Context: an optimization exercise on an open-source flow, tuned for a short achievable clock period and few clock cycles per item. The choices shown serve that exercise and are no tape-out recipe.
In this exercise RTL edits were held to simulation tests only and were not proved equivalent to the original.
No activity file was given, so power comes from the tool's default toggle rates.

### run.sh
#!/bin/bash
# synth_recipe.tcl (not shown) runs the flow's synth.tcl, then flattens the netlist and writes it again
# the make line also repeats each setting of config.mk as NAME=value (left out here)
make -C /OpenROAD-flow-scripts/flow DESIGN_CONFIG=/design/flow/config.mk WORK_HOME=/design/flow/orfs CLKGATE_MAP_FILE= SYNTH_SCRIPT=/design/flow/synth_recipe.tcl finish
### config.mk
export PLATFORM = sky130hd
export DESIGN_NAME = lc4_pipeline
export DESIGN_NICKNAME = lc4_pipeline
export VERILOG_FILES = /design/flow/design.v
export SDC_FILE = /design/flow/constraint.sdc
export NUM_CORES = 4
export LEC_CHECK = 0
export ABC_CLOCK_PERIOD_IN_PS = 2000
export CAP_MARGIN = 20
export CORE_MARGIN = 2
export CORE_UTILIZATION = 40
export SETUP_SLACK_MARGIN = 4.6
export SLEW_MARGIN = 20
### constraint.sdc
create_clock -name core_clock -period 7.0 [get_ports {gwe}]
set_input_delay 1.4000 -clock core_clock [delete_from_list [all_inputs] [get_ports {gwe}]]
set_output_delay 1.4000 -clock core_clock [all_outputs]
set_load 0.01 [all_outputs]
### design.v
`timescale 1ns/10ps
`default_nettype none
package lc4_pkg;
   typedef logic [15:0] word_t;
   typedef logic [2:0]  reg_idx_t;
   typedef logic [2:0]  nzp_t;
   localparam word_t RESET_PC = 16'h8200;
   typedef enum logic [3:0] {
      OP_NOP     = 4'b0000,    
      OP_ARITH   = 4'b0001,
      OP_LOGIC   = 4'b0101,
      OP_LDR     = 4'b0110,
      OP_STR     = 4'b0111,
      OP_CONST   = 4'b1001,
      OP_HICONST = 4'b1101
   } opcode_e;
   typedef enum logic [3:0] {
      ALU_ADD       = 4'd0,
      ALU_MUL       = 4'd1,
      ALU_SUB       = 4'd2,
      ALU_AND       = 4'd3,
      ALU_NOT       = 4'd4,
      ALU_OR        = 4'd5,
      ALU_XOR       = 4'd6,
      ALU_PASS_IMM9 = 4'd7,
      ALU_HICONST   = 4'd8,
      ALU_ADDR6     = 4'd9    
   } alu_op_e;
   typedef enum logic [1:0] {
      STALL_NONE     = 2'd0,
      STALL_FLUSH    = 2'd2,    
      STALL_LOAD_USE = 2'd3
   } stall_e;
   localparam logic [1:0] BYP_REG = 2'd0;
   localparam logic [1:0] BYP_MX  = 2'd1;
   localparam logic [1:0] BYP_WX  = 2'd2;
   typedef struct packed {
      reg_idx_t r1sel;
      logic     r1re;
      reg_idx_t r2sel;
      logic     r2re;
      reg_idx_t wsel;
      logic     regfile_we;
      logic     nzp_we;
      logic     is_load;
      logic     is_store;
      alu_op_e  alu_op;
   } ctrl_t;
   typedef struct packed {
      word_t  pc;
      word_t  insn;
      stall_e stall;
      ctrl_t  ctrl;
   } stage_t;
   typedef struct packed {
      stall_e   stall;
      word_t    pc;
      word_t    insn;
      logic     regfile_we;
      reg_idx_t wsel;
      word_t    wdata;
      logic     nzp_we;
      nzp_t     nzp_bits;
      logic     dmem_we;
      word_t    dmem_addr;
      word_t    dmem_data;
   } trace_t;
endpackage
`default_nettype wire
`timescale 1ns/10ps
`default_nettype none
module lc4_decoder (
   input  wire  lc4_pkg::word_t i_insn,
   output lc4_pkg::ctrl_t       o_ctrl
);
   lc4_pkg::opcode_e op;
   lc4_pkg::ctrl_t   c;
   always_comb begin
      op = lc4_pkg::opcode_e'(i_insn[15:12]);
      c       = '0;
      c.r1sel = i_insn[8:6];
      c.r2sel = i_insn[2:0];
      c.wsel  = i_insn[11:9];
      case (op)
         lc4_pkg::OP_ARITH: begin
            if (i_insn[5:3] != 3'b011) begin
               c.r1re       = 1'b1;
               c.r2re       = !i_insn[5];
               c.regfile_we = 1'b1;
               c.nzp_we     = 1'b1;
               case (i_insn[5:3])
                  3'b001:  c.alu_op = lc4_pkg::ALU_MUL;
                  3'b010:  c.alu_op = lc4_pkg::ALU_SUB;
                  default: c.alu_op = lc4_pkg::ALU_ADD;    
               endcase
            end
         end
         lc4_pkg::OP_LOGIC: begin
            c.r1re       = 1'b1;
            c.r2re       = !i_insn[5] && (i_insn[4:3] != 2'b01);
            c.regfile_we = 1'b1;
            c.nzp_we     = 1'b1;
            case (i_insn[5:3])
               3'b001:  c.alu_op = lc4_pkg::ALU_NOT;
               3'b010:  c.alu_op = lc4_pkg::ALU_OR;
               3'b011:  c.alu_op = lc4_pkg::ALU_XOR;
               default: c.alu_op = lc4_pkg::ALU_AND;
            endcase
         end
         lc4_pkg::OP_LDR: begin
            c.r1re       = 1'b1;
            c.regfile_we = 1'b1;
            c.nzp_we     = 1'b1;
            c.is_load    = 1'b1;
            c.alu_op     = lc4_pkg::ALU_ADDR6;
         end
         lc4_pkg::OP_STR: begin
            c.r1re     = 1'b1;
            c.r2sel    = i_insn[11:9];
            c.r2re     = 1'b1;
            c.is_store = 1'b1;
            c.alu_op   = lc4_pkg::ALU_ADDR6;
         end
         lc4_pkg::OP_CONST: begin
            c.regfile_we = 1'b1;
            c.nzp_we     = 1'b1;
            c.alu_op     = lc4_pkg::ALU_PASS_IMM9;
         end
         lc4_pkg::OP_HICONST: begin
            if (i_insn[8]) begin
               c.r1sel      = i_insn[11:9];
               c.r1re       = 1'b1;
               c.regfile_we = 1'b1;
               c.nzp_we     = 1'b1;
               c.alu_op     = lc4_pkg::ALU_HICONST;
            end
         end
         default: c = c;
      endcase
      o_ctrl = c;
   end
endmodule
`default_nettype wire
`timescale 1ns/10ps
`default_nettype none
module lc4_regfile (
   input  wire                    gwe,
   input  wire                    i_rst_n,
   input  wire  lc4_pkg::reg_idx_t i_rs,
   input  wire  lc4_pkg::reg_idx_t i_rt,
   input  wire  lc4_pkg::reg_idx_t i_rd,
   input  wire  lc4_pkg::word_t   i_wdata,
   input  wire                    i_rd_we,
   output lc4_pkg::word_t         o_rs_data,
   output lc4_pkg::word_t         o_rt_data
);
   lc4_pkg::word_t regs [8];
   always_ff @(posedge gwe or negedge i_rst_n) begin
      if (!i_rst_n) begin
         for (int i = 0; i < 8; i++) begin
            regs[i] <= '0;
         end
      end else if (i_rd_we) begin
         regs[i_rd] <= i_wdata;
      end
   end
   always_comb begin
      o_rs_data = regs[i_rs];
      o_rt_data = regs[i_rt];
      if (i_rd_we && i_rd == i_rs) begin
         o_rs_data = i_wdata;
      end
      if (i_rd_we && i_rd == i_rt) begin
         o_rt_data = i_wdata;
      end
   end
endmodule
`default_nettype wire
`timescale 1ns/10ps
`default_nettype none
module lc4_alu (
   input  wire  lc4_pkg::alu_op_e i_op,
   input  wire  lc4_pkg::word_t   i_insn,
   input  wire  lc4_pkg::word_t   i_rs_data,
   input  wire  lc4_pkg::word_t   i_rt_data,
   output lc4_pkg::word_t         o_result
);
   lc4_pkg::word_t imm5;
   lc4_pkg::word_t imm6;
   lc4_pkg::word_t imm9;
   lc4_pkg::word_t opnd_b;
   lc4_pkg::word_t prod;
   assign imm5 = {{11{i_insn[4]}}, i_insn[4:0]};
   assign imm6 = {{10{i_insn[5]}}, i_insn[5:0]};
   assign imm9 = {{7{i_insn[8]}}, i_insn[8:0]};
   assign opnd_b = i_insn[5] ? imm5 : i_rt_data;
   assign prod = i_rs_data * i_rt_data;
   always_comb begin
      case (i_op)
         lc4_pkg::ALU_ADD:       o_result = i_rs_data + opnd_b;
         lc4_pkg::ALU_MUL:       o_result = prod;
         lc4_pkg::ALU_SUB:       o_result = i_rs_data - i_rt_data;
         lc4_pkg::ALU_AND:       o_result = i_rs_data & opnd_b;
         lc4_pkg::ALU_NOT:       o_result = ~i_rs_data;
         lc4_pkg::ALU_OR:        o_result = i_rs_data | i_rt_data;
         lc4_pkg::ALU_XOR:       o_result = i_rs_data ^ i_rt_data;
         lc4_pkg::ALU_PASS_IMM9: o_result = imm9;
         lc4_pkg::ALU_HICONST:   o_result = {i_insn[7:0], i_rs_data[7:0]};
         lc4_pkg::ALU_ADDR6:     o_result = i_rs_data + imm6;
         default:                o_result = '0;
      endcase
   end
endmodule
`default_nettype wire
`timescale 1ns/10ps
`default_nettype none
module lc4_hazard (
   input  wire  lc4_pkg::ctrl_t i_ctrl_d,
   input  wire  lc4_pkg::ctrl_t i_ctrl_x,
   input  wire  lc4_pkg::ctrl_t i_ctrl_m,
   input  wire  lc4_pkg::ctrl_t i_ctrl_w,
   output logic [1:0]           o_rs_sel,
   output logic [1:0]           o_rt_sel,
   output logic                 o_stall
);
   logic rs_hit;
   logic rt_hit;
   assign o_rs_sel =
      (i_ctrl_x.r1re && i_ctrl_m.regfile_we && !i_ctrl_m.is_load &&
       i_ctrl_m.wsel == i_ctrl_x.r1sel) ? lc4_pkg::BYP_MX :
      (i_ctrl_x.r1re && i_ctrl_w.regfile_we &&
       i_ctrl_w.wsel == i_ctrl_x.r1sel) ? lc4_pkg::BYP_WX : lc4_pkg::BYP_REG;
   assign o_rt_sel =
      (i_ctrl_x.r2re && i_ctrl_m.regfile_we && !i_ctrl_m.is_load &&
       i_ctrl_m.wsel == i_ctrl_x.r2sel) ? lc4_pkg::BYP_MX :
      (i_ctrl_x.r2re && i_ctrl_w.regfile_we &&
       i_ctrl_w.wsel == i_ctrl_x.r2sel) ? lc4_pkg::BYP_WX : lc4_pkg::BYP_REG;
   assign rs_hit = i_ctrl_d.r1re && i_ctrl_d.r1sel == i_ctrl_x.wsel;
   assign rt_hit = i_ctrl_d.r2re && !i_ctrl_d.is_store && i_ctrl_d.r2sel == i_ctrl_x.wsel;
   assign o_stall = i_ctrl_x.is_load && i_ctrl_x.regfile_we && (rs_hit || rt_hit);
endmodule
`default_nettype wire
`timescale 1ns/10ps
`default_nettype none
module lc4_pipeline #(
   parameter logic [15:0] RESET_PC = 16'h8200
) (
   input  wire         gwe,
   input  wire         i_rst_n,
   output logic [15:0] o_cur_pc,
   input  wire  [15:0] i_cur_insn,
   output logic [15:0] o_dmem_addr,
   output logic        o_dmem_we,
   output logic [15:0] o_dmem_towrite,
   input  wire  [15:0] i_cur_dmem_data,
   output logic [1:0]  o_trace_stall,
   output logic [15:0] o_trace_pc,
   output logic [15:0] o_trace_insn,
   output logic        o_trace_regfile_we,
   output logic [2:0]  o_trace_wsel,
   output logic [15:0] o_trace_wdata,
   output logic        o_trace_nzp_we,
   output logic [2:0]  o_trace_nzp_bits,
   output logic        o_trace_dmem_we,
   output logic [15:0] o_trace_dmem_addr,
   output logic [15:0] o_trace_dmem_data
);
   localparam int R_ADD = 0, R_SUB = 1, R_AND = 2, R_OR = 3, R_XOR = 4, R_NOT = 5,
                  R_PASSB = 6, R_HI = 7;
   logic [15:0] f_insn;
   logic        stall;           
   logic [15:0] d_insn;
   logic [3:0]  f_op;
   logic [2:0]  f_sub;
   logic        f_arith, f_logic, f_ld, f_st, f_const, f_hic;
   logic        f_we, f_mul, f_rare, f_rbre, f_bimm;
   logic [2:0]  f_ra, f_rb, f_rd;
   logic [15:0] f_bval;
   logic [7:0]  f_rsel;
   assign f_insn = stall ? d_insn : i_cur_insn;
   always_comb begin
      f_op    = f_insn[15:12];
      f_sub   = f_insn[5:3];
      f_arith = (f_op == 4'b0001);
      f_logic = (f_op == 4'b0101);
      f_ld    = (f_op == 4'b0110);
      f_st    = (f_op == 4'b0111);
      f_const = (f_op == 4'b1001);
      f_hic   = (f_op == 4'b1101) && f_insn[8];
      f_we    = (f_arith && f_sub != 3'b011) || f_logic || f_ld || f_const || f_hic;
      f_mul   = f_arith && f_sub == 3'b001;
      f_rare  = (f_arith && f_sub != 3'b011) || f_logic || f_ld || f_st || f_hic;
      f_rbre  = (f_arith && !f_sub[2] && f_sub != 3'b011) ||
                (f_logic && !f_sub[2] && f_sub != 3'b001);
      f_bimm  = !f_rbre;
      f_ra    = f_hic ? f_insn[11:9] : f_insn[8:6];
      f_rb    = f_insn[2:0];
      f_rd    = f_insn[11:9];
      if (f_ld || f_st)  f_bval = {{10{f_insn[5]}}, f_insn[5:0]};
      else if (f_const)  f_bval = {{7{f_insn[8]}}, f_insn[8:0]};
      else if (f_hic)    f_bval = {f_insn[7:0], 8'h00};
      else               f_bval = {{11{f_insn[4]}}, f_insn[4:0]};
      f_rsel = '0;
      f_rsel[R_ADD]   = (f_arith && (f_sub == 3'b000 || f_sub[2])) || f_ld || f_st;
      f_rsel[R_SUB]   = f_arith && f_sub == 3'b010;
      f_rsel[R_AND]   = f_logic && (f_sub == 3'b000 || f_sub[2]);
      f_rsel[R_OR]    = f_logic && f_sub == 3'b010;
      f_rsel[R_XOR]   = f_logic && f_sub == 3'b011;
      f_rsel[R_NOT]   = f_logic && f_sub == 3'b001;
      f_rsel[R_PASSB] = f_const;
      f_rsel[R_HI]    = f_hic;
   end
   logic [15:0] pc_q;
   logic [1:0]  d_code;
   logic        d_we, d_mul, d_ld, d_st, d_hic, d_bimm, d_rare, d_rbre;
   logic [2:0]  d_ra, d_rd;
   logic [15:0] d_bval;
   logic [7:0]  d_rsel;
   logic [15:0] d_rfs, d_rft, d_rfd;
   logic [9:0]  d_sa, d_sb, d_sd, d_sam, d_sbm;
   logic        d_sd_late;              
   logic        d_sd_mul;               
   logic [1:0]  x_code;
   logic        x_we, x_mul, x_ld, x_st, x_early, x_sd_late, x_sd_mul;
   logic [2:0]  x_rd;
   logic [15:0] x_insn, x_a, x_b, x_ma, x_mb, x_sd;
   logic [7:0]  x_rsel;
   logic [1:0]  m_code;
   logic        m_we, m_mul, m_ld, m_st, m_early;
   logic [2:0]  m_rd;
   logic [15:0] m_insn, m_res, m_addr, m_taddr, m_sd;
   logic [15:0] m_pp [3];
   logic [1:0]  w_code;
   logic        w_we, w_dwe;
   logic [2:0]  w_rd;
   logic [15:0] w_insn, w_wdata, w_daddr, w_ddata;
   logic [1:0]  t_code;
   logic        t_we, t_dwe;
   logic [2:0]  t_rd, t_nzp;
   logic [15:0] t_pc, t_insn, t_wdata, t_daddr, t_ddata;
   logic [15:0] rf [8];
   logic [15:0] x_sum, x_diff, x_oth, x_res;
   always_comb begin
      x_sum  = x_a + x_b;
      x_diff = x_a - x_b;
      x_oth  = ({16{x_rsel[R_AND]}}   & (x_a & x_b)) |
               ({16{x_rsel[R_OR]}}    & (x_a | x_b)) |
               ({16{x_rsel[R_XOR]}}   & (x_a ^ x_b)) |
               ({16{x_rsel[R_NOT]}}   & ~x_a) |
               ({16{x_rsel[R_PASSB]}} & x_b) |
               ({16{x_rsel[R_HI]}}    & {x_b[15:8], x_a[7:0]});
      x_res  = ({16{x_rsel[R_ADD]}} & x_sum) | ({16{x_rsel[R_SUB]}} & x_diff) | x_oth;
   end
   function automatic logic [15:0] csa_s(input logic [15:0] p, input logic [15:0] q,
                                         input logic [15:0] r);
      csa_s = p ^ q ^ r;
   endfunction
   function automatic logic [15:0] csa_c(input logic [15:0] p, input logic [15:0] q,
                                         input logic [15:0] r);
      logic [15:0] c;
      c = (p & q) | (p & r) | (q & r);
      csa_c = {c[14:0], 1'b0};
   endfunction
   function automatic logic [15:0] booth_row(input logic [2:0] dig, input logic [15:0] a);
      case (dig)
         3'b001, 3'b010: booth_row = a;
         3'b101, 3'b110: booth_row = ~a;
         3'b011:         booth_row = {a[14:0], 1'b0};
         3'b100:         booth_row = ~{a[14:0], 1'b0};
         default:        booth_row = 16'h0000;    
      endcase
   endfunction
   logic [15:0] pp [9];
   logic [15:0] l1 [6];
   logic [15:0] l2 [4];
   logic [15:0] l3 [3];
   always_comb begin
      pp[0] = booth_row({x_mb[1:0], 1'b0}, x_ma);
      for (int j = 1; j < 8; j++) pp[j] = booth_row(x_mb[2*j+1 -: 3], x_ma) << (2 * j);
      pp[8] = '0;
      pp[8][0] = x_mb[1];
      for (int j = 1; j < 8; j++)
         pp[8][2*j] = x_mb[2*j+1] && (x_mb[2*j+1 -: 3] != 3'b111);
      for (int g = 0; g < 3; g++) begin
         l1[2*g]   = csa_s(pp[3*g], pp[3*g+1], pp[3*g+2]);
         l1[2*g+1] = csa_c(pp[3*g], pp[3*g+1], pp[3*g+2]);
      end
      for (int g = 0; g < 2; g++) begin
         l2[2*g]   = csa_s(l1[3*g], l1[3*g+1], l1[3*g+2]);
         l2[2*g+1] = csa_c(l1[3*g], l1[3*g+1], l1[3*g+2]);
      end
      l3[0] = csa_s(l2[0], l2[1], l2[2]);
      l3[1] = csa_c(l2[0], l2[1], l2[2]);
      l3[2] = l2[3];
   end
   logic [15:0] m_prod, k0, k1;
   always_comb begin
      k0     = csa_s(m_pp[0], m_pp[1], m_pp[2]);
      k1     = csa_c(m_pp[0], m_pp[1], m_pp[2]);
      m_prod = k0 + k1;
   end
   localparam int S_XADD = 0, S_XSUB = 1, S_XOTH = 2, S_IN = 3, S_M = 4, S_MP = 5,
                  S_W = 6, S_RF = 7, S_IMM = 8, S_LATE = 9;
   logic        n_rare, n_rbre, n_bimm;
   logic [2:0]  n_ra, n_rb, n_rd, n_fs, n_ft, n_fd;
   logic        early_go, x_late;
   logic        nx_we, nx_add, nx_sub, nx_oth, nx_early, nx_late, nx_mul;
   function automatic logic [10:0] sources(input logic [2:0] r, input logic imm,
         input logic nx_we_i, input logic [2:0] nx_rd_i, input logic nx_add_i,
         input logic nx_sub_i, input logic nx_oth_i,
         input logic nx_early_i, input logic nx_late_i, input logic nx_mul_i,
         input logic x_we_i, input logic [2:0] x_rd_i, input logic x_late_i, input logic x_mul_i,
         input logic m_we_i, input logic [2:0] m_rd_i);
      logic hx, hm, hw;
      logic [10:0] s;
      hx = !imm && nx_we_i && nx_rd_i == r;
      hm = !imm && x_we_i && x_rd_i == r;
      hw = !imm && m_we_i && m_rd_i == r;
      s = '0;
      s[S_XADD] = hx && nx_add_i;
      s[S_XSUB] = hx && nx_sub_i;
      s[S_XOTH] = hx && nx_oth_i;
      s[S_IN]   = (hx && nx_early_i) || (!hx && hm && x_late_i);
      s[S_M]    = !hx && hm && !x_late_i && !x_mul_i;
      s[S_MP]   = !hx && hm && x_mul_i;
      s[S_W]    = !hx && !hm && hw;
      s[S_RF]   = !imm && !hx && !hm && !hw;
      s[S_IMM]  = imm;
      s[S_LATE] = hx && nx_late_i;
      s[10]     = hx && nx_mul_i;
      sources = s;
   endfunction
   logic [10:0] na, nb, nd, ns;
   logic        stall_n;
   logic [15:0] rfw [8];
   logic [15:0] rfs_n, rft_n, rfd_n;
   logic [15:0] addr_m, addr_w, addr_rf, m_addr_n;
   always_comb begin
      n_rare = f_rare;
      n_rbre = f_rbre;
      n_bimm = f_bimm;
      n_ra   = f_ra;
      n_rb   = f_rb;
      n_rd   = f_rd;
      n_fs   = f_insn[8:6];
      n_ft   = f_insn[2:0];
      n_fd   = f_insn[11:9];
      x_late   = x_ld && !x_early;
      early_go = d_ld && !stall && !x_late && !x_st &&
                 (d_sa[S_M] || d_sa[S_W] || d_sa[S_RF]);
      nx_we    = !stall && d_we;
      nx_add   = !d_ld && !d_mul && d_rsel[R_ADD];
      nx_sub   = d_rsel[R_SUB];
      nx_oth   = !d_ld && !d_mul && !d_rsel[R_ADD] && !d_rsel[R_SUB];
      nx_early = d_ld && early_go;
      nx_late  = d_ld && !early_go;
      nx_mul   = d_mul;
      ns = sources(f_insn[8:6], 1'b0, nx_we, d_rd, nx_add, nx_sub, nx_oth, nx_early, nx_late,
                   nx_mul, x_we, x_rd, x_late, x_mul, m_we, m_rd);
      nb = sources(n_rb, n_bimm, nx_we, d_rd, nx_add, nx_sub, nx_oth, nx_early, nx_late,
                   nx_mul, x_we, x_rd, x_late, x_mul, m_we, m_rd);
      nd = sources(n_rd, 1'b0, nx_we, d_rd, nx_add, nx_sub, nx_oth, nx_early, nx_late,
                   nx_mul, x_we, x_rd, x_late, x_mul, m_we, m_rd);
      na = f_hic ? nd : ns;
      stall_n = (n_rare && (na[10] || na[S_LATE])) || (n_rbre && (nb[10] || nb[S_LATE]));
      for (int i = 0; i < 8; i++) rfw[i] = (w_we && w_rd == 3'(i)) ? w_wdata : rf[i];
      rfs_n = rfw[n_fs];
      rft_n = rfw[n_ft];
      rfd_n = rfw[n_fd];
      addr_m  = m_res + d_bval;
      addr_w  = w_wdata + d_bval;
      addr_rf = d_rfs + d_bval;
      m_addr_n = ({16{early_go && d_sa[S_M]}} & addr_m) | ({16{early_go && d_sa[S_W]}} & addr_w) |
                 ({16{early_go && d_sa[S_RF]}} & addr_rf) | ({16{!early_go}} & x_sum);
   end
   function automatic logic [15:0] pick(input logic [9:0] s,
         input logic [15:0] xsum, input logic [15:0] xdiff, input logic [15:0] mprod,
         input logic [15:0] xoth, input logic [15:0] inv, input logic [15:0] mres,
         input logic [15:0] wv, input logic [15:0] rv, input logic [15:0] iv);
      logic [15:0] early;
      early = ({16{s[S_XOTH]}} & xoth) | ({16{s[S_IN]}} & inv) | ({16{s[S_M]}} & mres) |
              ({16{s[S_W]}} & wv) | ({16{s[S_RF]}} & rv) | ({16{s[S_IMM]}} & iv);
      pick = ({16{s[S_XADD]}} & xsum) | ({16{s[S_XSUB]}} & xdiff) |
             ({16{s[S_MP]}} & mprod) | early;
   endfunction
   logic [15:0] op_a, op_b, op_d, op_ma, op_mb;
   always_comb begin
      op_a = pick(d_sa, x_sum, x_diff, m_prod, x_oth, i_cur_dmem_data, m_res, w_wdata,
                  d_hic ? d_rfd : d_rfs, d_bval);
      op_b = pick(d_sb, x_sum, x_diff, m_prod, x_oth, i_cur_dmem_data, m_res, w_wdata,
                  d_rft, d_bval);
      op_d = pick(d_sd, x_sum, x_diff, m_prod, x_oth, i_cur_dmem_data, m_res, w_wdata,
                  d_rfd, d_bval);
      op_ma = pick(d_sam, x_sum, x_diff, m_prod, x_oth, i_cur_dmem_data, m_res, w_wdata,
                   d_rfs, d_bval);
      op_mb = pick(d_sbm, x_sum, x_diff, m_prod, x_oth, i_cur_dmem_data, m_res, w_wdata,
                   d_rft, d_bval);
   end
   always_ff @(posedge gwe or negedge i_rst_n) begin
      if (!i_rst_n) begin
         pc_q    <= RESET_PC;
         stall   <= 1'b0;
         d_code  <= 2'd2;
         d_we    <= 1'b0;
         d_mul   <= 1'b0;
         d_ld    <= 1'b0;
         d_st    <= 1'b0;
         d_rare  <= 1'b0;
         d_rbre  <= 1'b0;
         x_code  <= 2'd2;
         x_we    <= 1'b0;
         x_mul   <= 1'b0;
         x_ld    <= 1'b0;
         x_st    <= 1'b0;
         x_early <= 1'b0;
         m_code  <= 2'd2;
         m_we    <= 1'b0;
         m_mul   <= 1'b0;
         m_ld    <= 1'b0;
         m_st    <= 1'b0;
         m_early <= 1'b0;
         w_code  <= 2'd2;
         w_we    <= 1'b0;
         w_dwe   <= 1'b0;
         t_code  <= 2'd2;
         t_pc    <= RESET_PC - 16'd1;
         t_we    <= 1'b0;
         t_dwe   <= 1'b0;
         for (int i = 0; i < 8; i++) rf[i] <= '0;
      end else begin
         stall <= stall_n;
         if (!stall) begin
            pc_q   <= pc_q + 16'd1;
            d_code <= 2'd0;
         end
         d_we   <= f_we;
         d_mul  <= f_mul;
         d_ld   <= f_ld;
         d_st   <= f_st;
         d_rare <= f_rare;
         d_rbre <= f_rbre;
         if (stall) begin
            x_code  <= 2'd3;
            x_we    <= 1'b0;
            x_mul   <= 1'b0;
            x_ld    <= 1'b0;
            x_st    <= 1'b0;
            x_early <= 1'b0;
         end else begin
            x_code  <= d_code;
            x_we    <= d_we;
            x_mul   <= d_mul;
            x_ld    <= d_ld;
            x_st    <= d_st;
            x_early <= early_go;
         end
         m_code  <= x_code;
         m_we    <= x_we;
         m_mul   <= x_mul;
         m_ld    <= x_ld;
         m_st    <= x_st;
         m_early <= x_early;
         w_code  <= m_code;
         w_we    <= m_we;
         w_dwe   <= m_st;
         t_code  <= w_code;
         if (w_code == 2'd0) t_pc <= t_pc + 16'd1;
         t_we    <= w_we;
         t_dwe   <= w_dwe;
         if (w_we) rf[w_rd] <= w_wdata;
      end
   end
   always_ff @(posedge gwe) begin
      d_insn <= f_insn;
      d_ra   <= f_ra;
      d_rd   <= f_rd;
      d_hic  <= f_hic;
      d_bimm <= f_bimm;
      d_bval <= f_bval;
      d_rsel <= f_rsel;
      d_rfs     <= rfs_n;
      d_rft     <= rft_n;
      d_rfd     <= rfd_n;
      d_sa      <= na[9:0];
      d_sam     <= na[9:0] & {10{f_mul}};
      d_sbm     <= nb[9:0] & {10{f_mul}};
      d_sb      <= nb[9:0];
      d_sd      <= nd[9:0];
      d_sd_late <= nd[S_LATE];
      d_sd_mul  <= nd[10];
      x_rd      <= d_rd;
      x_insn    <= d_insn;
      x_rsel    <= d_rsel;
      x_a       <= op_a;
      x_b       <= op_b;
      x_ma      <= op_ma;
      x_mb      <= op_mb;
      x_sd      <= op_d;
      x_sd_late <= d_sd_late;
      x_sd_mul  <= d_sd_mul;
      m_rd    <= x_rd;
      m_insn  <= x_insn;
      m_res   <= x_early ? i_cur_dmem_data : x_res;
      m_addr  <= m_addr_n;
      m_taddr <= x_sum;
      m_sd    <= ({16{x_sd_late}} & i_cur_dmem_data) | ({16{x_sd_mul}} & m_prod) |
                 ({16{!x_sd_late && !x_sd_mul}} & x_sd);
      for (int i = 0; i < 3; i++) m_pp[i] <= l3[i];
      w_rd    <= m_rd;
      w_insn  <= m_insn;
      w_wdata <= ({16{m_mul}} & m_prod) | ({16{m_ld && !m_early}} & i_cur_dmem_data) |
                 ({16{!m_mul && !(m_ld && !m_early)}} & m_res);
      w_daddr <= (m_ld || m_st) ? m_taddr : 16'h0000;
      w_ddata <= m_ld ? ((m_early ? m_res : i_cur_dmem_data)) : m_st ? m_sd : 16'h0000;
      t_rd    <= w_rd;
      t_insn  <= w_insn;
      t_wdata <= w_wdata;
      t_nzp   <= w_wdata[15] ? 3'b100 : (w_wdata == 16'h0000) ? 3'b010 : 3'b001;
      t_daddr <= w_daddr;
      t_ddata <= w_ddata;
   end
   assign o_cur_pc       = pc_q;
   assign o_dmem_addr    = m_addr;
   assign o_dmem_we      = m_st;
   assign o_dmem_towrite = m_sd;
   assign o_trace_stall      = t_code;
   assign o_trace_pc         = t_pc;
   assign o_trace_insn       = t_insn;
   assign o_trace_regfile_we = t_we;
   assign o_trace_wsel       = t_rd;
   assign o_trace_wdata      = t_wdata;
   assign o_trace_nzp_we     = t_we;
   assign o_trace_nzp_bits   = t_nzp;
   assign o_trace_dmem_we    = t_dwe;
   assign o_trace_dmem_addr  = t_daddr;
   assign o_trace_dmem_data  = t_ddata;
endmodule
`default_nettype wire
==> notes.md, run 1 <==
status=finished clean; Nets=4,265; Avg Cell Area, Syn=9.37 µm²; DRT Pass-1 Iters=8; Critical Path Source=x_a[0]$_DFF_P_; switching portion of total power=37.6%; logic depth of the worst path, buffers included=11; Diodes inserted=0; Net Count, Synth=3,853; EDFF count, synth=0; initial antenna violation count=5; Clk pin slew, worst setup/hold paths=0.06 ns; CP Max Fanout=7; die area=87,800 µm²; fmax=0.344 GHz; Most used DFF post-synth=dfxtp_1; number of remaining DRC errors=0; Critical R2R Launch=x_a[0]$_DFF_P_; biggest regs=rf (128), m_pp (33); post-route ant nets=0; top-count cell post-synth=dfxtp_1; Ports=174; CP bufs+invs=2; routability cong.=1.02; H-tree depth=3; worst vdd ir=0.000474 V; startpoint types=register; flops & latches, synth=670; clk sinks=670; worst reg2reg endpoint=x_sd[14]$_DFF_P_; unrepaired setup endpoints after global routing=yes; critical path, cell by cell=buf_6 > ha_4 > inv_2 > fa_2 > nand2b_4 > a21oi_4 > o31a_1 > a31o_4 > mux2i_4 > nand2_4 > a221o_1; total track usage=33.8%; CP peak stage delay=0.44 ns; Slew Limit Fails=0; DRT Wirelength=153,000 µm; flop2flop setup slack=4.09 ns; share of cells above drive strength 1=35.3%; Hold Buf Count CTS=0; CTS tree=built; leakage=20.4 nW; Post-Synthesis Cell Area=34,200 µm²; P per Cell Area=325 nW/µm²; sequential element share of the synthesized area=42.1%; Die Span X=296 µm; combinational share of power=40.5%; FP Rows=107; Yosys warnings=8; class of the worst hold path=reg2reg; DR iter-0 viols=4,148; Overall Power=15.3 mW; post-synthesis async set-or-reset flop share=28.1%; Starting Density=40.3%; synth-to-layout area growth=37.9%; critical path endpoint category=register; DR vias=32,400; Final HPWL DP=95,700 µm; Inst Count DP=4,740; first-pass GRT wire length=216,000 µm; Num CTS Buffers=76; Core ar.=84,900 µm²; Non-Filler Instances=5,260; fin area=47,100 µm²; vias in the first global route=31,000; WS Path Type=reg2reg; post-synth cell types=92; Final Skew=0.0341 ns; crit path time final=2.91 ns; Via density=6.16; Fin Setup TNS=0 ns; Port Buffers=173; clock power share=27.1%; P_sw=5.77 mW; wire length per cell=29.2 µm; Largest Register=rf; Overflow after GRT=0; final setup violation count=0; Worst-Margin Slew=1.36 ns; top-area cell type share of the netlist area=28.2%; Max Cap Viol=0; largest area contributor in the netlist=dfxtp_1; Worst EP arrival=3.39 ns; Slowest cell on crit path=a221o_1; Final WS setup=4.09 ns; WP data required=7.48 ns; CTS max path bufs=3; final hold viol count=0; Die Height=296 µm; later-pin clock latency in the skew report=0.66 ns; Reg power frac=32.5%; Root Driver=clkbuf_16; Pint=9.56 mW; Tcrit/Tclk final=41.5%; max FFs per register=128; Synth Instances=3,645; delay-heaviest family, CP=compound AO/OA/AOI/OAI gates; top post-synthesis cells by area=dfxtp_1, dfrtp_1, ha_1, nand2_1, a22oi_1; largest net degree at the start of global routing=71; most instantiated cells after synthesis=dfxtp_1, nand2_1, clkbuf_1; Slew headroom=8.92%; Post-DP Area=37,600 µm²; CP endpoint=x_sd[14]$_DFF_P_; pre-CTS setup slack=2.25 ns; depth of the most critical reg-to-reg path=11
logic make-up after synthesis:
family,Yosys count,share of synthesized area (%)
AOI/OAI and AO/OA,1016,21.6
other,1,0.0110
and+or+nand+nor,858,11.4
DFF,670,42.1
buffers and inverters,513,5.91
muxes,193,5.97
adders and majority gates,174,7.34
xor gates and xnor gates,220,5.71
worst reg2reg max path: cells and delay by family, from the launching register on:
family	cells	cell delay, ns
muxes	1	0.28
and+or+nand+nor	2	0.31
buffers and inverters	2	0.14
adders and majority gates	2	0.48
DFF	1	0.36
AOI/OAI and AO/OA	4	1.17
power by group through the flow:
stage / sequential [mW] / combinational [mW] / clock, mW
global route: 5.01 / 6.47 / 4.37
CTS: 4.92 / 5.44 / 4.20
global placement: 4.98 / 4.18 / 0
finish: 4.98 / 6.20 / 4.15
detailed placement: 4.99 / 4.20 / 0
floorplan: 4.84 / 2.44 / 0
repair_timing:
action / CTS / global route
buffers inserted: 246 / 115
resized for setup: 1197 / 372
pin swaps: 192 / 166
cloned: 18 / 3
endpoints found under the setup margin: 404 / 410
hold endpoints to repair: 0 / 0
final cells by class:
cell class / instances / area [µm²]
Sequential cell: 670 / 14600
Timing Repair inverter: 2 / 25.0
Clock inverter: 34 / 438
Clock buffer: 103 / 2160
Multi-Input combinational cell: 2470 / 21500
Inverter: 228 / 976
Timing Repair Buffer: 609 / 5970
Fill cell: 7268 / 37800
Tap cell: 1144 / 1430
placed cells by master (no fill, tap or decap), types with 26 or more instances in the layout:
cell / n
xor2_1: 65
o22ai_1: 43
mux2_2: 58
nand2_1: 326
a21oi_1: 124
nor2b_1: 30
nor3_1: 36
a222oi_1: 48
a22oi_1: 168
a221o_1: 100
inv_2: 29
xnor2_1: 109
ha_1: 91
buf_2: 64
buf_12: 45
mux2i_4: 26
buf_4: 295
dfrtp_1: 168
o21ai_1: 48
buf_6: 158
nand3_1: 50
nor2_1: 179
a221oi_1: 32
dfxtp_4: 30
mux2i_1: 86
o211ai_1: 42
inv_1: 183
a221oi_2: 31
o21ai_0: 96
dfxtp_2: 97
dfxtp_1: 355
clkbuf_16: 80
routing by layer:
metal,track usage (%),wire [µm]
met2,51.4,66200
met5,0.443,38
met4,23.7,13600
met3,8.79,15400
met1,41.6,58200
worst min-delay path by stage:
stage | end | cells after the start | from | slack [ns]
floorplan | m_insn[0]$_DFF_P_ | 0 | x_insn[0]$_DFF_P_ | 0.31
global route | t_ddata[12]$_DFF_P_ | 0 | w_ddata[12]$_DFF_P_ | 0.33
finish | t_daddr[15]$_DFF_P_ | 0 | w_daddr[15]$_SDFF_PN0_ | 0.32
detailed placement | m_insn[2]$_DFF_P_ | 0 | x_insn[2]$_DFF_P_ | 0.31
global placement | m_insn[0]$_DFF_P_ | 0 | x_insn[0]$_DFF_P_ | 0.31
CTS | t_daddr[15]$_DFF_P_ | 0 | w_daddr[15]$_SDFF_PN0_ | 0.32
metrics by stage:
stage / util [%] / hold WS (ns)
floorplan: - / 0.310
global placement: 44.2 / 0.310
detailed placement: 44.3 / 0.312
CTS: 52.5 / 0.318
global route: 55.5 / 0.328
finish: 55.5 / 0.316
Testbench counts, summed over its fixed seeds: cycles 16,389, items 16,000.
==> run 2, diff against run 1 <==
--- a/config.mk
+++ b/config.mk
@@ -8,6 +8,7 @@
 export ABC_CLOCK_PERIOD_IN_PS = 2000
 export CAP_MARGIN = 20
 export CORE_MARGIN = 2
-export CORE_UTILIZATION = 40
+export CORE_UTILIZATION = 30
+export PLACE_DENSITY = 0.5
 export SETUP_SLACK_MARGIN = 4.6
 export SLEW_MARGIN = 20
==> run 2 against run 1 <==
Against the previous run: synthesized area stayed put; clock power rose by 7.5%; sequential share of layout area fell by 0.23 points; cell count rose by 6.9%; total power grew 1.4%; clock skew fell by 0.00067 ns; sequential power hardly changed; die area is 33% higher; cell area up 0.57%; critical path type unchanged; critical endpoint is now x_ma[14]$_DFF_P_.
==> notes.md, run 2 <==
Slew Limit Fails=0 (unchanged); DRT Pass-1 Iters=7 (was 8); metal2 WL=71,100 µm (was 66,200 µm); post-route ant nets=0 (unchanged); flops & latches, synth=670 (unchanged); DR vias=32,100 (was 32,400); largest area contributor in the netlist=dfxtp_1 (unchanged); WL met3=13,900 µm (was 15,400 µm); status=finished clean (unchanged); first-pass GRT wire length=226,000 µm (was 216,000 µm); Port Buffers=173 (unchanged); final hold viol count=0 (unchanged); Filler cells=10,800 (was 7,268); CP peak stage delay=0.48 ns (was 0.44 ns); Tcrit/Tclk final=43.0% (was 41.5%); Fin Setup TNS=0 ns (unchanged); EDFF count, synth=0 (unchanged); number of remaining DRC errors=0 (unchanged); wire length per cell=28.4 µm (was 29.2 µm); total track usage=26.5% (was 33.8%); Overflow after GRT=0 (unchanged); Core ar.=113,000 µm² (was 84,900 µm²); FF/Latch Area=14,600 µm² (about the same); post-synth cell types=92 (unchanged); Via density=5.71 (was 6.16); worst vdd ir=0.000416 V (was 0.000474 V); Diodes inserted=0 (unchanged); Avg Cell Area, Syn=9.37 µm² (unchanged); later-pin clock latency in the skew report=0.67 ns (was 0.66 ns); critical path endpoint category=register (unchanged); Starting Density=30.3% (was 40.3%); FP Rows=123 (was 107); met1 WL=63,500 µm (was 58,200 µm); clk sinks=670 (unchanged); P per Cell Area=328 nW/µm² (was 325 nW/µm²); final setup violation count=0 (unchanged); Critical Path Source=x_a[0]$_DFF_P_ (unchanged); Largest Register=rf (unchanged); H-tree depth=3 (unchanged); Synth Instances=3,645 (unchanged); Slowest cell on crit path=a221o_1 (unchanged); depth of the most critical reg-to-reg path=11 (unchanged); Critical R2R Launch=x_a[0]$_DFF_P_ (unchanged); startpoint types=register (unchanged); Final WS setup=3.99 ns (was 4.09 ns); biggest regs=rf (128), m_pp (33) (unchanged); pre-CTS setup slack=2.87 ns (was 2.25 ns); WS Path Type=reg2reg (unchanged); critical path, cell by cell=buf_4 > ha_4 > inv_1 > fa_2 > nand2b_4 > a21oi_4 > o31a_1 > a31o_2 > mux2i_4 > nand2_4 > a221o_1 (was buf_6 > ha_4 > inv_2 > fa_2 > nand2b_4 > a21oi_4 > o31a_1 > a31o_4 > mux2i_4 > nand2_4 > a221o_1); DRT Wirelength=160,000 µm (was 153,000 µm); class of the worst hold path=reg2reg (unchanged); most common cell after layout, fill and taps aside=dfxtp_1 (unchanged); die area=117,000 µm² (was 87,800 µm²); flop2flop setup slack=3.99 ns (was 4.09 ns); synth-to-layout area growth=38.7% (was 37.9%); unrepaired setup endpoints after global routing=yes (unchanged); Max Cap Viol=0 (unchanged); largest net degree at the start of global routing=147 (was 71); Die Span X=341 µm (was 296 µm); vias in the first global route=31,000 (about the same); Post-DP Area=38,100 µm² (was 37,600 µm²); DR iter-0 viols=3,493 (was 4,148); Num CTS Buffers=79 (was 76); post-synthesis async set-or-reset flop share=28.1% (unchanged); initial antenna violation count=8 (was 5); multi-input logic area=21,100 µm² (was 21,500 µm²); most instantiated cells after synthesis=dfxtp_1, nand2_1, clkbuf_1 (unchanged); routability cong.=1.01 (was 1.02); top post-synthesis cells by area=dfxtp_1, dfrtp_1, ha_1, nand2_1, a22oi_1 (unchanged); Worst-Margin Slew=1.29 ns (was 1.36 ns); Post-Synthesis Cell Area=34,200 µm² (unchanged); minimum hold slack=0.308 ns (was 0.316 ns); most frequent cells in the layout=dfxtp_1, nand2_1, buf_4, inv_1, nor2_1 (unchanged); Overall Power=15.5 mW (was 15.3 mW); Worst EP arrival=3.52 ns (was 3.39 ns); top-area cell type share of the netlist area=28.2% (unchanged); Net Count, Synth=3,853 (unchanged); CP Max Fanout=7 (unchanged); WP data required=7.51 ns (was 7.48 ns); sequential element share of the synthesized area=42.1% (unchanged); Nets=4,263 (was 4,265); leakage=20.4 nW (about the same); Ports=174 (unchanged); Most used DFF post-synth=dfxtp_1 (unchanged); top-count cell post-synth=dfxtp_1 (unchanged); Yosys warnings=8 (unchanged); Root Driver=clkbuf_16 (unchanged); CTS tree=built (unchanged); CTS max path bufs=3 (unchanged); Clk pin slew, worst setup/hold paths=0.07 ns (was 0.06 ns); Final Skew=0.0335 ns (was 0.0341 ns); share of cells above drive strength 1=34.9% (was 35.3%); max FFs per register=128 (unchanged); Slew headroom=13.9% (was 8.92%); fin area=47,400 µm² (was 47,100 µm²); crit path time final=3.01 ns (was 2.91 ns); Final HPWL DP=105,000 µm (was 95,700 µm); worst reg2reg endpoint=x_ma[14]$_DFF_P_ (was x_sd[14]$_DFF_P_); Top Layer Used=met5 (unchanged); fmax=0.333 GHz (was 0.344 GHz); CP endpoint=x_ma[14]$_DFF_P_ (was x_sd[14]$_DFF_P_); Die Height=341 µm (was 296 µm)
[run 2: cell types whose count changed in the layout (fill, tap and decap cells not counted), moves of 7 or more]
cell	before	now
nor2_2	9	16
nand2_1	326	336
a21oi_1	124	134
dfxtp_4	30	22
nand2_2	24	15
ha_2	14	7
a221oi_1	32	46
o21ai_1	48	39
a221oi_2	31	23
o21ai_2	12	25
[run 2: stage by stage]
stage          util (%)  std cells
2_1_floorplan         -       3645
3_3_place_gp       33.8       5105
3_5_place_dp       33.8       5107
4_1_cts            40.3       5531
5_1_grt            42.0       5622
6_report           42.0       5622
[run 2: layout make-up]
| class | instances | area share (%) |
|---|---|---|
| timing repair buffer | 611 | 12.5 |
| multi-input combinational | 2464 | 44.6 |
| tap | 1500 | 3.96 |
| sequential | 670 | 30.8 |
| clock inverter | 40 | 1.19 |
| inverter | 228 | 2.09 |
| timing repair inverter | 1 | 0.0343 |
| clock buffer | 108 | 4.79 |
[run 2: logic make-up after synthesis]
kind of cell             synth area share, %
multiplexers                            5.97
buffers and inverters                   5.91
XOR/XNOR                                5.71
adder cells (fa/ha/maj)                 7.34
AO/OA/AOI/OAI                           21.6
other                                 0.0110
AND/OR/NAND/NOR                         11.4
flip-flops                              42.1
[run 2: timing repair]
| action | 4_1_cts | 5_1_grt |
|---|---|---|
| pin swaps | 171 | 134 |
| cloned | 11 | 2 |
| gates resized for setup | 1207 | 271 |
| hold buffers | 0 | 0 |
| buffers inserted | 265 | 89 |
| setup endpoints to repair | 400 | 347 |
[run 2: where the power goes]
group          internal, mW  leakage (nW)  switching [mW]
registers              4.48          6.49           0.506
logic                  2.55          12.6            3.55
clock network          2.70          1.38            1.77
total                  9.72          20.4            5.82
[run 2: how the worst min path moves through the flow]
stage | start | endpoint | slack (ns) | cells after the start
finish | w_ddata[5]$_DFF_P_ | t_ddata[5]$_DFF_P_ | 0.31 | 0
global route | w_ddata[5]$_DFF_P_ | t_ddata[5]$_DFF_P_ | 0.31 | 0
CTS | w_ddata[5]$_DFF_P_ | t_ddata[5]$_DFF_P_ | 0.30 | 0
global placement | x_insn[4]$_DFF_P_ | m_insn[4]$_DFF_P_ | 0.31 | 0
detailed placement | x_insn[4]$_DFF_P_ | m_insn[4]$_DFF_P_ | 0.31 | 0
floorplan | x_insn[0]$_DFF_P_ | m_insn[0]$_DFF_P_ | 0.31 | 0
[run 2: layer usage]
layer	GRT usage, %	vias up
met4	15.5	8
met5	0	-
met1	33.7	15900
met2	41.5	1690
li1	-	14000
met3	5.49	485
[run 2: critical path: cells and delay by family (launching register included)]
family | cells | cell delay (ns)
AO/OA/AOI/OAI | 4 | 1.21
adder cells (fa/ha/maj) | 2 | 0.49
buffers and inverters | 2 | 0.17
flip-flops | 1 | 0.37
multiplexers | 1 | 0.29
AND/OR/NAND/NOR | 2 | 0.30
==> run 3, diff against run 2 <==
--- a/config.mk
+++ b/config.mk
@@ -9,6 +9,5 @@
 export CAP_MARGIN = 20
 export CORE_MARGIN = 2
 export CORE_UTILIZATION = 30
-export PLACE_DENSITY = 0.5
 export SETUP_SLACK_MARGIN = 4.6
 export SLEW_MARGIN = 20
==> run 3 against run 2 <==
Against the previous run: still clean; synthesized cell count unchanged; worst hold slack gained 0.011 ns; sequential cell count did not move; critical endpoint is now m_addr[12]$_DFF_P_; first-iteration DRC count grew 16%; synthesized area did not move; sequential share of layout area up 0.42 points; total power down 2.6%; worst setup slack better by 0.10 ns; clock power down 3%.
==> notes.md, run 3 <==
Via density=5.79 (was 5.71); most common cell after layout, fill and taps aside=dfxtp_1 (unchanged); DRT Wirelength=156,000 µm (was 160,000 µm); Slew headroom=17.2% (was 13.9%); Hold Buf Count CTS=0 (unchanged); die area=117,000 µm² (unchanged); final setup violation count=0 (unchanged); DR vias=32,300 (was 32,100); Num CTS Buffers=79 (unchanged); pre-CTS setup slack=2.60 ns (was 2.87 ns); WS Path Type=reg2reg (unchanged); crit path time final=2.90 ns (was 3.01 ns); CP Max Fanout=4 (was 7); sequential element share of the synthesized area=42.1% (unchanged); Avg Cell Area, Syn=9.37 µm² (unchanged); Slew Limit Fails=0 (unchanged); Tcrit/Tclk final=41.5% (was 43.0%); DR iter-0 viols=4,062 (was 3,493); Clk pin slew, worst setup/hold paths=0.06 ns (was 0.07 ns); first-pass GRT wire length=218,000 µm (was 226,000 µm); Fin Setup TNS=0 ns (unchanged); top post-synthesis cells by area=dfxtp_1, dfrtp_1, ha_1, nand2_1, a22oi_1 (unchanged); critical path endpoint category=register (unchanged); share of cells above drive strength 1=33.9% (was 34.9%); max FFs per register=128 (unchanged); Largest Register=rf (unchanged); WP data required=7.43 ns (was 7.51 ns); largest area contributor in the netlist=dfxtp_1 (unchanged); startpoint types=register (unchanged); Overall Power=15.1 mW (was 15.5 mW); Port Buffers=173 (unchanged); most frequent cells in the layout=dfxtp_1, nand2_1, buf_4, inv_1, nor2_1 (unchanged); fin area=46,800 µm² (was 47,400 µm²); vias in the first global route=30,400 (was 31,000); CTS max path bufs=3 (unchanged); Core ar.=113,000 µm² (unchanged); Post-DP Area=38,000 µm² (was 38,100 µm²); flops & latches, synth=670 (unchanged); worst vdd ir=0.000230 V (was 0.000416 V); later-pin clock latency in the skew report=0.69 ns (was 0.67 ns); Starting Density=30.3% (unchanged); post-synth cell types=92 (unchanged); H-tree depth=3 (unchanged); leakage=20.1 nW (was 20.4 nW); Worst-Margin Slew=1.24 ns (was 1.29 ns); final hold viol count=0 (unchanged); Overflow after GRT=0 (unchanged); Net Count, Synth=3,853 (unchanged); minimum hold slack=0.319 ns (was 0.308 ns); number of remaining DRC errors=0 (unchanged); DRT Pass-1 Iters=10 (was 7); Final HPWL DP=100,000 µm (was 105,000 µm); Synth Instances=3,645 (unchanged); total track usage=25.4% (was 26.5%); unrepaired setup endpoints after global routing=yes (unchanged); biggest regs=rf (128), m_pp (33) (unchanged); status=finished clean (unchanged); Nets=4,220 (was 4,263); synth-to-layout area growth=37.1% (was 38.7%); Die Span X=341 µm (unchanged); CTS tree=built (unchanged); Yosys warnings=8 (unchanged); P per Cell Area=323 nW/µm² (was 328 nW/µm²); FP Rows=123 (unchanged); class of the worst hold path=reg2reg (unchanged); Ports=174 (unchanged); Root Driver=clkbuf_16 (unchanged); post-synthesis async set-or-reset flop share=28.1% (unchanged); wire length per cell=27.9 µm (was 28.4 µm); EDFF count, synth=0 (unchanged); most instantiated cells after synthesis=dfxtp_1, nand2_1, clkbuf_1 (unchanged); fmax=0.344 GHz (was 0.333 GHz); Die Height=341 µm (unchanged); top-count cell post-synth=dfxtp_1 (unchanged); clk sinks=670 (unchanged); Max Cap Viol=0 (unchanged); Post-Synthesis Cell Area=34,200 µm² (unchanged); largest net degree at the start of global routing=82 (was 147); Final Skew=0.0452 ns (was 0.0335 ns); post-route ant nets=0 (unchanged); Worst EP arrival=3.33 ns (was 3.52 ns); routability cong.=1.05 (was 1.01); Most used DFF post-synth=dfxtp_1 (unchanged); top-area cell type share of the netlist area=28.2% (unchanged); initial antenna violation count=8 (unchanged); Final WS setup=4.10 ns (was 3.99 ns)
==> run 3: per-layer routing <==
metal / vias up / wire length [µm] / share of wire [%] / track usage [%]
met4: 10 / 12700 / 8.2 / 16.0
met5: - / 63 / 0.040 / 0
met3: 591 / 16800 / 11 / 7.11
met1: 15700 / 58900 / 38 / 31.6
li1: 13900 / - / - / -
met2: 2094 / 67200 / 43 / 38.8
==> run 3: final cells by class <==
class / instances / area, µm²
antenna: 3 / 7.51
clock inverter: 34 / 488
timing repair buffer: 566 / 5580
tap: 1500 / 1880
multi-input combinational: 2466 / 21000
inverter: 228 / 977
timing repair inverter: 1 / 11.3
fill: 10700 / 66000
clock buffer: 109 / 2280
sequential: 670 / 14600
==> run 3: worst paths after layout <==
check | cells after the start | slack [ns] | from | to
max in group asynchronous | 2 | 5.02 | i_rst_n | stall$_DFF_PN0_
max reg2reg | 12 | 4.10 | x_a[0]$_DFF_P_ | m_addr[12]$_DFF_P_
min reg2reg | 0 | 0.32 | w_ddata[10]$_DFF_P_ | t_ddata[10]$_DFF_P_
max | 12 | 4.10 | x_a[0]$_DFF_P_ | m_addr[12]$_DFF_P_
min in group asynchronous | 1 | 0.76 | i_rst_n | rf[1][0]$_DFFE_PN0P_
min | 0 | 0.32 | w_ddata[10]$_DFF_P_ | t_ddata[10]$_DFF_P_
==> run 3: cell families (layout without fill, tap and decap cells) <==
family          Yosys count  in the layout  synth area share (%)
buf+inv                 513            938                  5.91
compound gates         1016           1016                  21.6
flops                   670            670                  42.1
simple gates            858            859                  11.4
xor+xnor                220            220                  5.71
mux                     193            196                  5.97
other cells               1              4                0.0110
fa+ha+maj               174            174                  7.34
==> run 3: report_power, final <==
group	leakage [nW]	switching (mW)	internal [mW]	total, mW
combinational	12.3	3.41	2.39	5.80
clock	1.34	1.76	2.57	4.34
sequential	6.49	0.520	4.48	5.00
total	20.1	5.69	9.44	15.1
==> run 3: critical path: stages, from the launching register on <==
cell and delay (ns):
dfxtp_4 0.37, buf_6 0.10, ha_4 0.16, inv_2 0.04, fa_2 0.34, nand2b_4 0.16
a21oi_4 0.16, o31a_1 0.26, a21oi_2 0.12, o21ai_2 0.22, xnor2_4 0.18, a22oi_2 0.20
o211ai_1 0.33
==> run 3: timing repair <==
action | CTS | global route
gates cloned | 13 | 5
endpoints found under the setup margin | 391 | 384
buffers inserted | 228 | 83
pin swaps | 160 | 124
resized for setup | 1192 | 299
==> run 3: metrics by stage <==
stage	instances	util, %
finish	5577	41.5
global route	5575	41.5
CTS	5486	39.8
detailed placement	5102	33.7
global placement	5101	33.7
floorplan	3645	-

[separate check: timing with driven ports]
How much do the figures lean on ideal ports? The routed layouts below were timed once more, with nothing changed but the port constraints.
Step 1 (the two cells are an assumption about what drives the block):
set clk [get_ports {gwe}]
set_driving_cell -lib_cell sky130_fd_sc_hd__clkbuf_16 $clk
set_driving_cell -lib_cell sky130_fd_sc_hd__buf_2 [delete_from_list [all_inputs] $clk]
Step 2 times the ports against the registers' clock, not the clock port: input delays grow and output delays shrink by t, the midpoint of the rising clock arrivals with the driver on.
Three values: no drivers, after step 1, after step 2; two values: the first two.
run | t (ns) | setup WS [ns] | worst setup path at the end | worst slew at a driven data input, ns
run 1 | 0.708 | 4.093 / 4.093 / 3.463 | input to register | 0.06
run 2 | 0.727 | 3.993 / 3.993 / 3.515 | input to register | 0.06
run 3 | 0.744 | 4.097 / 4.097 / 3.462 | input to register | 0.08
After both steps every run listed still meets setup and hold. For run 3, which loses most, drivers alone change the setup slack by 0.000 ns; drivers and shift together by -0.635 ns.
